What follows belongs to an exercise in optimizing a design on an open flow for a short achievable clock period and few clock cycles per item; a production flow would make more cautious choices.
The RTL was checked by simulation tests, not by an equivalence proof against the original design.
The flow treats the clock pin as an ideal source. Dropping or thinning the clock tree relies on that and would not hold on a real chip.
Power and IR drop assume default switching activity.

Design mem_issue_sched, start of the top module:
module mem_issue_sched #(
  parameter int NLD = 4,
  parameter int NST = 4
) (
  input  logic        clock,
  input  logic        resetn,
  input  logic        alloc_valid,
  input  logic        alloc_store,
  input  logic [31:0] alloc_address,
  input  logic [31:0] alloc_data,
  input  logic [4:0]  alloc_dst,
  output logic        rs_lok,
  output logic        rs_sok,
  output logic        rs_free,
  output logic        mem_req,
  output logic        mem_we,
  output logic [31:0] mem_addr,
  output logic [31:0] mem_wdata,
  input  logic        mem_ack,
  input  logic [31:0] mem_rdata,
  output logic [63:0] out_databus,
  output logic        write_databus,
  output logic [4:0]  out_dst,
  output logic [31:0] out_dst_data,
  output logic        write_dst
);
  localparam int NQ = NLD + NST + 1;   
  localparam int NU = NLD + NST;
  logic        q_st   [NQ];
  logic [31:0] q_addr [NQ];
  logic [31:0] q_data [NQ];
  logic [4:0]  q_dst  [NQ];
  logic [NQ-1:0]  rp_q;                
  logic [NQ-1:0]  wp_l;                
  logic [NU-1:0]  u_l;                 
  ...
Size in the first run: roughly 2400 cells after synthesis, about 280 I/O pins.
Settings: LEC_CHECK=0, ABC_CLOCK_PERIOD_IN_PS=1500, CAP_MARGIN=20, CORE_MARGIN=2, CORE_UTILIZATION=40, SETUP_SLACK_MARGIN=5, SLEW_MARGIN=20; clock period 6.5 ns.
standard.sh (not shown) runs the stock make flow with config.mk's settings and CLKGATE_MAP_FILE= SYNTH_SCRIPT=/design/flow/synth_recipe.tcl, a recipe that flattens the netlist after the stock synthesis.
==> flow/flow/run.sh <==
#!/bin/bash
# Standard ORFS layout, except that the clock tree is built by flow/pre_cts.tcl (a shallow,
# balanced two-level tree) instead of TritonCTS. make's output goes to standard.log; each ORFS
# step keeps its own log under orfs/logs.
set -euo pipefail
here=$(pwd)
bash standard.sh PRE_CTS_TCL="$here/flow/pre_cts.tcl" finish > "$here/standard.log" 2>&1
Other scripts of this flow, unchanged in this note and not shown: flow/flow/mktree.tcl, flow/flow/mvbuf.tcl, flow/flow/pre_cts.tcl
Testbench counts at the start, summed over its fixed seeds: cycles 3,216, items 3,200.
Then changed:
--- a/flow/design.v
+++ b/flow/design.v
@@ -18,24 +18,23 @@
   output logic [31:0] mem_wdata,
   input  logic        mem_ack,
   input  logic [31:0] mem_rdata,
   output logic [63:0] out_databus,
   output logic        write_databus,
   output logic [4:0]  out_dst,
   output logic [31:0] out_dst_data,
   output logic        write_dst
 );
-  localparam int NQ = NLD + NST + 1;   
+  localparam int NQ = NLD + NST;       
   localparam int NU = NLD + NST;
   logic        q_st   [NQ];
   logic [31:0] q_addr [NQ];
-  logic [31:0] q_data [NQ];
-  logic [4:0]  q_dst  [NQ];
+  logic [31:0] q_data [NQ];            
   logic [NQ-1:0]  rp_q;                
   logic [NQ-1:0]  wp_l;                
   logic [NU-1:0]  u_l;                 
   logic [NLD-1:0] ld_l;                
   logic [NST-1:0] st_l;                
   logic           acc_q, acc_ld_q, acc_st_q, xfern_q, clp_q, csp_q;
   logic [NQ-1:0]  wp;
   logic [NU-1:0]  u;
   logic [NLD-1:0] ld;
@@ -48,19 +47,19 @@
   logic        write_databus_q, write_dst_q;
   logic        cmp_st_q, cmp_ld_q;
   logic [31:0] cmp_addr_q, out_dst_data_q;
   logic [4:0]  out_dst_q;
   logic        rs_lok_q, rs_sok_q, rs_free_q;
   logic acc, acc_ld, acc_st, xfer, comp;
   logic ld_full, st_full, free_if_idle;
   logic        cu_st, nx_st;
   logic [31:0] cu_addr, cu_data, nx_addr, nx_data;
-  logic [4:0]  cu_dst, nx_dst;
+  logic [4:0]  cu_dst;
   logic        tk_st, ht_st;
   logic [31:0] tk_addr, tk_data, ht_addr, ht_data;
   always_comb begin
     wp = acc_q ? {wp_l[NQ-2:0], wp_l[NQ-1]} : wp_l;
     for (int k = 0; k < NU; k++)
       u[k] = (acc_q && xfern_q) ? ((k == 0) ? 1'b1 : u_l[k-1])
            : (!xfern_q && !acc_q) ? ((k == NU - 1) ? 1'b0 : u_l[k+1])
            : u_l[k];
     for (int k = 0; k < NLD; k++)
@@ -76,51 +75,47 @@
     acc    = alloc_valid & (alloc_store ? ~sokn_q : ~lokn_q);
     xfer   = ~hvn_q & mem_ack;
     comp   = ~cln_q | cs_q;
     ld_full = (ld[NLD-1] | (ld[NLD-2] & acc_ld)) & cln_q;
     st_full = (st[NST-1] | (st[NST-2] & acc_st)) & ~cs_q;
     free_if_idle = (~ld[0] & ~st[0]) | (comp & ~ld[1] & ~st[1] & (ld[0] ^ st[0]));
     cu_st   = 1'b0;
     cu_addr = '0;
     cu_data = '0;
-    cu_dst  = '0;
     nx_st   = 1'b0;
     nx_addr = '0;
     nx_data = '0;
-    nx_dst  = '0;
     for (int i = 0; i < NQ; i++) begin
       if (rp_q[i]) begin
         cu_st   = cu_st   | q_st[i];
         cu_addr = cu_addr | q_addr[i];
         cu_data = cu_data | q_data[i];
-        cu_dst  = cu_dst  | q_dst[i];
       end
       if (rp_q[(i + NQ - 1) % NQ]) begin
         nx_st   = nx_st   | q_st[i];
         nx_addr = nx_addr | q_addr[i];
         nx_data = nx_data | q_data[i];
-        nx_dst  = nx_dst  | q_dst[i];
       end
     end
     tk_st   = ge2_q ? nx_st   : alloc_store;
     tk_addr = ge2_q ? nx_addr : alloc_address;
     tk_data = ge2_q ? nx_data : alloc_data;
     ht_st   = ~hvn_q ? cu_st   : alloc_store;
     ht_addr = ~hvn_q ? cu_addr : alloc_address;
     ht_data = ~hvn_q ? cu_data : alloc_data;
+    cu_dst  = cu_data[4:0];
   end
   always_ff @(posedge clock) begin
     for (int i = 0; i < NQ; i++)
-      if (wp[i]) begin
+      if (wp[i] & ~u[NU-1]) begin
         q_st[i]   <= alloc_store;
         q_addr[i] <= alloc_address;
-        q_data[i] <= alloc_data;
-        q_dst[i]  <= alloc_dst;
+        q_data[i] <= {alloc_data[31:5], alloc_store ? alloc_data[4:0] : alloc_dst};
       end
   end
   always_ff @(posedge clock) begin
     mem_we_q       <= mem_ack ? tk_st   : ht_st;
     mem_addr_q     <= mem_ack ? tk_addr : ht_addr;
     mem_wdata_q    <= mem_ack ? tk_data : ht_data;
     cmp_st_q       <= cu_st;
     cmp_ld_q       <= ~cu_st;
     cmp_addr_q     <= cu_addr;
What happened:
- wire length falls by 16%
- clock power falls by 12%
- cell count falls by 13%
- sequential share of layout area falls by 2.9 points
- die area falls by 14%
- global-route usage falls by 1.5 points
- hold slack is worse by 0.036 ns
- fmax falls by about 6%
- power falls by about 11%
- utilization rises by 3.4 points
- clock skew rises by 0.0032 ns
- worst setup slack is worse by 0.12 ns
- sequential power falls by 13%
Testbench counts after the change, summed over its fixed seeds: cycles 3,216, items 3,200.
No run of this note takes its clock network from TritonCTS; it comes from the design's own scripts or RTL.

[static timing again, ports no longer ideal]
Ports are ideal in the flow. The routed layouts listed here were re-timed in OpenROAD. Step 1 assumes that a clkbuf_16 drives the clock port and a buf_2 every other input. Step 2 times the ports against the registers' clock, not the clock port: input delays grow and output delays shrink by t, the midpoint of the rising clock arrivals with the driver on. Slacks: ideal / step 1 / step 2; pairs: ideal / step 1.
run	t, ns	slack for setup (ns)	worst register clock-pin slew, ns	cell pins on the clock port's net
the first run	0.479	4.519 / 4.064 / 3.585	0.11 / 0.11	4
the second run	0.456	4.395 / 4.015 / 3.560	0.10 / 0.10	4
After both steps setup and hold are still met in every run listed. The setup slack of the first run, which loses most, moves by -0.455 ns with the drivers and by -0.934 ns with both steps.
